Source: an optimization exercise on an open RTL-to-GDS flow (aim: small area, a short achievable clock period and few clock cycles). Production flows keep margins and buffers that such runs may drop.
In this exercise RTL edits were held to simulation tests only and were not proved equivalent to the original.
Power figures rest on the tool's default switching activity, not on a simulated workload.

==> job 5023 <==
==> flow/design.v <==
package dram_responder_pkg;
    localparam logic [7:0] HOST_CMD_LOAD = 8'h01;
    localparam logic [7:0] HOST_CMD_DUMP = 8'h02;
    typedef enum logic [2:0] {
        S_CMD,
        S_ADDR,
        S_LEN,
        S_LOAD,
        S_DUMP_RD,
        S_DUMP_TX
    } host_state_e;
    function automatic logic [8:0] len_to_cnt(input logic [7:0] len);
        len_to_cnt = (len == 8'd0) ? 9'd256 : {1'b0, len};
    endfunction
endpackage
module dram_responder_sp_sram (
    input  logic       clk,
    input  logic       rst,
    input  logic        we_i,
    input  logic        rsel_i,
    input  logic        wsel_i,
    input  logic [7:0]  caddr_i,
    input  logic [15:0] plo_i,
    input  logic [15:0] phi_i,
    input  logic [7:0]  wdata_i,
    input  logic       re_i,
    output logic [7:0] rdata_o
);
    logic [15:0] lo_n, hi_n, wlo_n, whi_n;
    dram_responder_pdec  u_dec_lo  (.a_i(caddr_i[3:0]), .p_i(plo_i), .sel_i(rsel_i), .y_no(lo_n));
    dram_responder_pdec  u_dec_hi  (.a_i(caddr_i[7:4]), .p_i(phi_i), .sel_i(rsel_i), .y_no(hi_n));
    dram_responder_pdece u_dec_wlo (.a_i(caddr_i[3:0]), .p_i(plo_i), .sel_i(wsel_i), .en_i(we_i),
                                    .y_no(wlo_n));
    dram_responder_pdec  u_dec_whi (.a_i(caddr_i[7:4]), .p_i(phi_i), .sel_i(wsel_i), .y_no(whi_n));
    logic [15:0] wlo_nq, whi_nq;
    logic [7:0]  wd_q;
    always_ff @(posedge clk) begin
        wlo_nq <= wlo_n;
        whi_nq <= whi_n;
        wd_q   <= wdata_i;
    end
    logic [255:0] rsel, wen;
    logic [7:0]   mem_q [256];
    for (genvar i = 0; i < 256; i++) begin : g_word
        dram_responder_nor2 u_wen  (.a(wlo_nq[i % 16]), .b(whi_nq[i / 16]), .y(wen[i]));
        dram_responder_nor2 u_rsel (.a(lo_n[i % 16]), .b(hi_n[i / 16]), .y(rsel[i]));
        always_ff @(posedge clk) begin
            if (wen[i]) mem_q[i] <= wd_q;
        end
    end
    logic hit;
    dram_responder_hit u_hit (.lo_ni(lo_n), .hi_ni(hi_n), .wlo_ni(wlo_nq), .whi_ni(whi_nq), .hit_o(hit));
    logic [7:0] t3 [8];
    for (genvar b = 0; b < 8; b++) begin : g_bit
        logic [31:0] t1;
        logic [15:0] t2_n;
        for (genvar i = 0; i < 32; i++) begin : g_t1
            dram_responder_ao8 u (
                .w({mem_q[8*i+7][b], mem_q[8*i+6][b], mem_q[8*i+5][b], mem_q[8*i+4][b],
                    mem_q[8*i+3][b], mem_q[8*i+2][b], mem_q[8*i+1][b], mem_q[8*i][b]}),
                .s(rsel[8*i +: 8]), .y(t1[i]));
        end
        for (genvar i = 0; i < 16; i++) begin : g_t2
            dram_responder_nor2 u (.a(t1[2*i]), .b(t1[2*i+1]), .y(t2_n[i]));
        end
        for (genvar i = 0; i < 8; i++) begin : g_t3
            dram_responder_nand2 u (.a(t2_n[2*i]), .b(t2_n[2*i+1]), .y(t3[b][i]));
        end
    end
    logic [3:0] part_d [8];
    logic [3:0] part_q [8];
    for (genvar b = 0; b < 8; b++) begin : g_part
        for (genvar i = 0; i < 4; i++) begin : g_p
            dram_responder_nor2 u (.a(t3[b][2*i]), .b(t3[b][2*i+1]), .y(part_d[b][i]));
        end
        always_ff @(posedge clk) begin
            part_q[b] <= part_d[b];
        end
    end
    logic use_d;
    assign use_d = re_i && !hit;
    for (genvar b = 0; b < 8; b++) begin : g_out
        dram_responder_obit u (.clk(clk), .rst(rst), .part_i(part_q[b]), .use_i(use_d),
                               .re_i(re_i), .wd_i(wd_q[b]), .q_o(rdata_o[b]));
    end
endmodule
module dram_responder_obit (
    input  logic       clk,
    input  logic       rst,
    input  logic [3:0] part_i,
    input  logic       use_i,
    input  logic       re_i,
    input  logic       wd_i,
    output logic       q_o
);
    logic use_q, alt_q;
    always_ff @(posedge clk or posedge rst) begin
        if (rst) begin
            use_q <= 1'b0;
            alt_q <= 1'b0;
        end else begin
            use_q <= use_i;
            alt_q <= re_i ? wd_i : q_o;
        end
    end
    assign q_o = use_q ? !(&part_i) : alt_q;
endmodule
module dram_responder_pdec (
    input  logic [3:0]  a_i,
    input  logic [15:0] p_i,
    input  logic        sel_i,
    output logic [15:0] y_no
);
    logic [3:0] d01, d23;
    logic       nsel;
    assign nsel = !sel_i;
    dram_responder_dec2 u_d01 (.a_i(a_i[1:0]), .y_o(d01));
    dram_responder_dec2 u_d23 (.a_i(a_i[3:2]), .y_o(d23));
    for (genvar k = 0; k < 16; k++) begin : g_line
        dram_responder_a32oi u (.a1(nsel), .a2(d01[k % 4]), .a3(d23[k / 4]), .b1(sel_i), .b2(p_i[k]),
                                .y(y_no[k]));
    end
endmodule
module dram_responder_dec2 (
    input  logic [1:0] a_i,
    output logic [3:0] y_o
);
    always_comb begin
        for (int k = 0; k < 4; k++) y_o[k] = (a_i == 2'(k));
    end
endmodule
module dram_responder_a32oi (
    input  logic a1, a2, a3, b1, b2,
    output logic y
);
    assign y = !((a1 && a2 && a3) || (b1 && b2));
endmodule
module dram_responder_pdece (
    input  logic [3:0]  a_i,
    input  logic [15:0] p_i,
    input  logic        sel_i,
    input  logic        en_i,
    output logic [15:0] y_no
);
    always_comb begin
        for (int k = 0; k < 16; k++) y_no[k] = !(en_i && (sel_i ? p_i[k] : (a_i == 4'(k))));
    end
endmodule
module dram_responder_nor2 (
    input  logic a, b,
    output logic y
);
    assign y = !(a || b);
endmodule
module dram_responder_ao8 (
    input  logic [7:0] w,
    input  logic [7:0] s,
    output logic       y
);
    assign y = |(w & s);
endmodule
module dram_responder_nor3 (
    input  logic a, b, c,
    output logic y
);
    assign y = !(a || b || c);
endmodule
module dram_responder_hit (
    input  logic [15:0] lo_ni,
    input  logic [15:0] hi_ni,
    input  logic [15:0] wlo_ni,
    input  logic [15:0] whi_ni,
    output logic        hit_o
);
    assign hit_o = |(~lo_ni & ~wlo_ni) && |(~hi_ni & ~whi_ni);
endmodule
module dram_responder_nand2 (
    input  logic a, b,
    output logic y
);
    assign y = !(a && b);
endmodule
module dram_responder (
    input  logic       clk,
    input  logic       rst,
    input  logic [7:0] dram_addr,
    input  logic [7:0] dram_din,
    input  logic       dram_write,
    output logic [7:0] dram_dout,
    input  logic       cpu_idle,
    output logic       host_busy,
    input  logic [7:0] host_in_data,
    input  logic       host_in_valid,
    output logic       host_in_ready,
    output logic [7:0] host_out_data,
    output logic       host_out_valid,
    input  logic       host_out_ready,
    output logic       cmd_err
);
    logic       busy_q, s_addr_q, s_len_q, s_load_q, s_dump_q;
    logic       rdy_q;       
    logic       dump_q;      
    logic       last_q;      
    logic [7:0] ptr_q;       
    logic [15:0] plo_q, phi_q;   
    logic [7:0] cnt_q;       
    logic       stall_q, err_q;
    logic       busy_a_q, idle_w_q;
    logic in_ready, in_fire, out_fire, cmd_ok, is_dump, stall, step, fin;
    logic [7:0] cnt_dec;
    assign in_ready = (cpu_idle && !busy_q) || rdy_q;
    assign in_fire  = host_in_valid && in_ready;
    assign out_fire = s_dump_q && host_out_ready;
    assign is_dump  = (host_in_data == dram_responder_pkg::HOST_CMD_DUMP);
    assign cmd_ok   = (host_in_data == dram_responder_pkg::HOST_CMD_LOAD) || is_dump;
    assign stall    = !busy_q && host_in_valid && !cpu_idle;
    assign cnt_dec  = cnt_q - 8'd1;
    assign step     = (s_load_q && host_in_valid) || out_fire;
    assign fin      = last_q && step;
    always_ff @(posedge clk or posedge rst) begin
        if (rst) begin
            busy_q   <= 1'b0;
            s_addr_q <= 1'b0;
            s_len_q  <= 1'b0;
            s_load_q <= 1'b0;
            s_dump_q <= 1'b0;
            rdy_q    <= 1'b0;
            stall_q  <= 1'b0;
            err_q    <= 1'b0;
        end else begin
            stall_q <= stall;
            err_q   <= (!busy_q && in_fire && !cmd_ok) || (stall && !stall_q) || (busy_q && dram_write);
            if (!busy_q) begin
                if (in_fire && cmd_ok) begin
                    busy_q   <= 1'b1;
                    s_addr_q <= 1'b1;
                    rdy_q    <= 1'b1;
                end
            end else if (s_addr_q) begin
                if (host_in_valid) begin
                    s_addr_q <= 1'b0;
                    s_len_q  <= 1'b1;
                end
            end else if (s_len_q) begin
                if (host_in_valid) begin
                    s_len_q  <= 1'b0;
                    s_load_q <= !dump_q;
                    s_dump_q <= dump_q;
                    rdy_q    <= !dump_q;
                end
            end else if (fin) begin
                busy_q   <= 1'b0;
                s_load_q <= 1'b0;
                s_dump_q <= 1'b0;
                rdy_q    <= 1'b0;
            end
        end
    end
    logic [7:0] ptr_d;
    always_comb begin
        ptr_d = ptr_q;
        if (s_addr_q && host_in_valid) begin
            ptr_d = host_in_data;
        end else if (step || (s_len_q && host_in_valid && dump_q)) begin
            ptr_d = ptr_q + 8'd1;
        end
    end
    logic busy_d;
    always_comb begin
        busy_d = busy_q;
        if (!busy_q) busy_d = in_fire && cmd_ok;
        else if (!s_addr_q && !s_len_q && fin) busy_d = 1'b0;
    end
    always_ff @(posedge clk) begin
        busy_a_q <= busy_d;
        idle_w_q <= !busy_d;
        if (!busy_q) begin
            dump_q <= is_dump;
        end
        ptr_q <= ptr_d;
        plo_q <= 16'b1 << ptr_d[3:0];
        phi_q <= 16'b1 << ptr_d[7:4];
        if (s_len_q && host_in_valid) begin
            cnt_q  <= host_in_data;
            last_q <= (host_in_data == 8'd1);
        end else if (step) begin
            cnt_q  <= cnt_dec;
            last_q <= (cnt_dec == 8'd1);
        end
    end
    logic       mem_we, mem_re;
    logic [7:0] mem_wdata, mem_rdata;
    assign mem_we    = idle_w_q ? dram_write : (s_load_q && host_in_valid);
    assign mem_wdata = idle_w_q ? dram_din : host_in_data;
    assign mem_re    = !s_dump_q || host_out_ready;
    dram_responder_sp_sram u_ram (
        .clk    (clk),
        .rst    (rst),
        .we_i   (mem_we),
        .rsel_i (busy_a_q),
        .wsel_i (!idle_w_q),
        .caddr_i(dram_addr),
        .plo_i  (plo_q),
        .phi_i  (phi_q),
        .wdata_i(mem_wdata),
        .re_i   (mem_re),
        .rdata_o(mem_rdata)
    );
    assign dram_dout      = mem_rdata;
    assign host_out_data  = mem_rdata;
    assign host_out_valid = s_dump_q;
    assign host_in_ready  = in_ready;
    assign host_busy      = busy_q;
    assign cmd_err        = err_q;
endmodule
==> flow/flow/run.sh <==
#!/bin/bash
# The standard layout (standard.sh, with the standard synthesis), except
# that the input and output port buffers are plain buffers
# (sky130_fd_sc_hd__buf_4) instead of the delay cell buffer_ports picks by
# default. Every port still gets its own buffer.
set -euo pipefail
bash standard.sh "BUFFER_PORTS_ARGS=-buffer_cell sky130_fd_sc_hd__buf_4" finish > standard.log 2>&1
==> flow/standard.sh <==
#!/bin/bash
# synth_recipe.tcl (not shown) runs the flow's synth.tcl, then flattens the netlist and writes it again
# the make line also repeats each setting of config.mk as NAME=value (left out here)
make -C /OpenROAD-flow-scripts/flow DESIGN_CONFIG=/design/flow/config.mk WORK_HOME=/design/flow/orfs CLKGATE_MAP_FILE= SYNTH_SCRIPT=/design/flow/synth_recipe.tcl "${@:-finish}"
==> flow/config.mk <==
export PLATFORM = sky130hd
export DESIGN_NAME = dram_responder
export DESIGN_NICKNAME = dram_responder
export VERILOG_FILES = /design/flow/design.v
export SDC_FILE = /design/flow/constraint.sdc
export NUM_CORES = 4
export LEC_CHECK = 0
export CAP_MARGIN = 20
export CORE_MARGIN = 2
export CORE_UTILIZATION = 60
export CTS_CLUSTER_DIAMETER = 90
export CTS_CLUSTER_SIZE = 25
export PLACE_DENSITY = 0.7
export SETUP_SLACK_MARGIN = 2.65
export SLEW_MARGIN = 20
export SYNTH_HIERARCHICAL = 1
export SYNTH_MINIMUM_KEEP_SIZE = 0
export TNS_END_PERCENT = 100
==> flow/constraint.sdc <==
create_clock -name core_clock -period 5.5 [get_ports {clk}]
set_input_delay 1.1000 -clock core_clock [delete_from_list [all_inputs] [get_ports {clk}]]
set_output_delay 1.1000 -clock core_clock [all_outputs]
set_load 0.01 [all_outputs]
==> job 3456 (differences from job 5023) <==
==> flow/design.v, changed modules only <==
module dram_responder_sp_sram (
    input  logic       clk,
    input  logic       rst,
    input  logic        we_i,
    input  logic        rsel_i,
    input  logic        wsel_i,
    input  logic [7:0]  caddr_i,
    input  logic [15:0] plo_i,
    input  logic [15:0] phi_i,
    input  logic [7:0]  wdata_i,
    input  logic       re_i,
    output logic [7:0] rdata_o
);
    logic [15:0] lo_n, hi_n, wlo_n, whi_n;
    dram_responder_pdec  u_dec_lo  (.a_i(caddr_i[3:0]), .p_i(plo_i), .sel_i(rsel_i), .y_no(lo_n));
    dram_responder_pdec  u_dec_hi  (.a_i(caddr_i[7:4]), .p_i(phi_i), .sel_i(rsel_i), .y_no(hi_n));
    dram_responder_pdece u_dec_wlo (.a_i(caddr_i[3:0]), .p_i(plo_i), .sel_i(wsel_i), .en_i(we_i),
                                    .y_no(wlo_n));
    dram_responder_pdec  u_dec_whi (.a_i(caddr_i[7:4]), .p_i(phi_i), .sel_i(wsel_i), .y_no(whi_n));
    logic [15:0] wlo_nq, whi_nq;
    logic [7:0]  wd_q;
    always_ff @(posedge clk) begin
        wlo_nq <= wlo_n;
        whi_nq <= whi_n;
        wd_q   <= wdata_i;
    end
    logic [255:0] rsel, wen;
    logic [7:0]   mem_q [256];
    for (genvar i = 0; i < 256; i++) begin : g_word
        dram_responder_nor2 u_wen  (.a(wlo_nq[i % 16]), .b(whi_nq[i / 16]), .y(wen[i]));
        dram_responder_nor2 u_rsel (.a(lo_n[i % 16]), .b(hi_n[i / 16]), .y(rsel[i]));
        always_ff @(posedge clk) begin
            if (wen[i]) mem_q[i] <= wd_q;
        end
    end
    logic hit;
    dram_responder_hit u_hit (.lo_ni(lo_n), .hi_ni(hi_n), .wlo_ni(wlo_nq), .whi_ni(whi_nq), .hit_o(hit));
    logic [7:0] t3 [8];
    for (genvar b = 0; b < 8; b++) begin : g_bit
        logic [31:0] t1;
        logic [15:0] t2_n;
        for (genvar i = 0; i < 32; i++) begin : g_t1
            dram_responder_ao8 u (
                .w({mem_q[8*i+7][b], mem_q[8*i+6][b], mem_q[8*i+5][b], mem_q[8*i+4][b],
                    mem_q[8*i+3][b], mem_q[8*i+2][b], mem_q[8*i+1][b], mem_q[8*i][b]}),
                .s(rsel[8*i +: 8]), .y(t1[i]));
        end
        for (genvar i = 0; i < 16; i++) begin : g_t2
            dram_responder_nor2 u (.a(t1[2*i]), .b(t1[2*i+1]), .y(t2_n[i]));
        end
        for (genvar i = 0; i < 8; i++) begin : g_t3
            dram_responder_nand2 u (.a(t2_n[2*i]), .b(t2_n[2*i+1]), .y(t3[b][i]));
        end
    end
    logic [3:0] part_d [8];
    logic [3:0] part_q [8];
    logic [7:0] rd;
    for (genvar b = 0; b < 8; b++) begin : g_part
        for (genvar i = 0; i < 4; i++) begin : g_p
            dram_responder_nor2 u (.a(t3[b][2*i]), .b(t3[b][2*i+1]), .y(part_d[b][i]));
        end
        always_ff @(posedge clk) begin
            part_q[b] <= part_d[b];
        end
        assign rd[b] = !(&part_q[b]);
    end
    logic       use_q;
    logic [7:0] alt_q;
    always_ff @(posedge clk or posedge rst) begin
        if (rst) begin
            use_q <= 1'b0;
            alt_q <= '0;
        end else begin
            use_q <= re_i && !hit;
            alt_q <= re_i ? wd_q : rdata_o;
        end
    end
    assign rdata_o = use_q ? rd : alt_q;
endmodule
// module dram_responder_obit removed
CTS_CLUSTER_DIAMETER = not set   (was 90)
CTS_CLUSTER_SIZE = not set   (was 25)
SETUP_SLACK_MARGIN = 2.5   (was 2.65)
==> summary.txt <==
| item | job 5023 | job 3456 |
|---|---|---|
| Mean number of vias per cell | 7.010 | 6.963 |
| Finished Core Util | 0.6594 | 0.6878 |
| Share of synthesized registers carrying an async set or reset | 0.01093 | 0.007766 |
| Total cell area at the placement stage | 0.08305 sq mm | 0.08275 sq mm |
| Sequential cell area | 0.06478 sq mm | 0.06459 sq mm |
| Buffer and inverter count on the worst path | 3 | 2 |
| Global-route usage over all layers | 0.3131 | 0.3244 |
| Mux cell area share after synthesis | 0.001856 | 0.001860 |
| Adder-cell area share of the yosys netlist | 0.0004718 | 0.0004730 |
| Total wire length | 215500 um | 220500 um |
| Final setup slack of the worst path | 2.591 ns | 2.378 ns |
| Share of total power in the clock network | 0.311 | 0.428 |
| Share of total power consumed by net switching | 0.1947 | 0.1975 |
| Simple-Gate Fraction of Synth Area | 0.06888 | 0.06806 |
| Number of synthesis warnings | 17 | 16 |
| Filler instances | 8843 | 8309 |
| Multi-input gate share of the layout cell area | 0.1761 | 0.1677 |
| Met2 track demand over resource in global routing | 0.4704 | 0.4729 |
| Worst VDD drop | 390.1 uV | 376.1 uV |
| Endpoint required time on the critical path | 6.14 ns | 4.40 ns |
| Met1 Resource Use GR | 0.4561 | 0.4762 |
| Result of the run | finished clean | finished clean |
| Instance count of the mapped netlist | 4613 | 4597 |
| Area fraction in compound gates after synthesis | 0.1119 | 0.1125 |
| Non-clock buffer total of the final layout | 153 | 160 |
Testbench counts of job 5023, summed over its fixed seeds: cycles 22,524.
Testbench counts of job 3456, summed over its fixed seeds: cycles 22,524.

## separate check: timing with driven ports
Ports are ideal in the flow. The routed layouts listed here were re-timed in OpenROAD. Step 1 (the two cells are an assumption about what drives the block):
set clk [get_ports {clk}]
set_driving_cell -lib_cell sky130_fd_sc_hd__clkbuf_16 $clk
set_driving_cell -lib_cell sky130_fd_sc_hd__buf_2 [delete_from_list [all_inputs] $clk]
Step 2, shift: input delay + t, output delay - t, t = (earliest + latest rising clock arrival at the registers) / 2. This alone moves slack from input paths to output paths. a / b / c = ideal ports / drivers / drivers and shift; a / b = the first two.
| run | t (ns) | setup slack, ns | hold WS [ns] | worst data-port slew with drivers (ns) | cell pins on the clock port's net |
|---|---|---|---|---|---|
| job 5023 | 0.831 | 2.591 / 2.583 / 1.796 | 0.339 / 0.280 / 0.438 | 0.10 | 1 |
| job 3456 | 0.908 | 2.378 / 2.298 / 1.657 | 0.255 / 0.203 / 0.442 | 0.12 | 1 |
After both steps every run listed still meets setup and hold. The setup slack of job 5023, which loses most, moves by -0.008 ns with the drivers and by -0.795 ns with both steps.
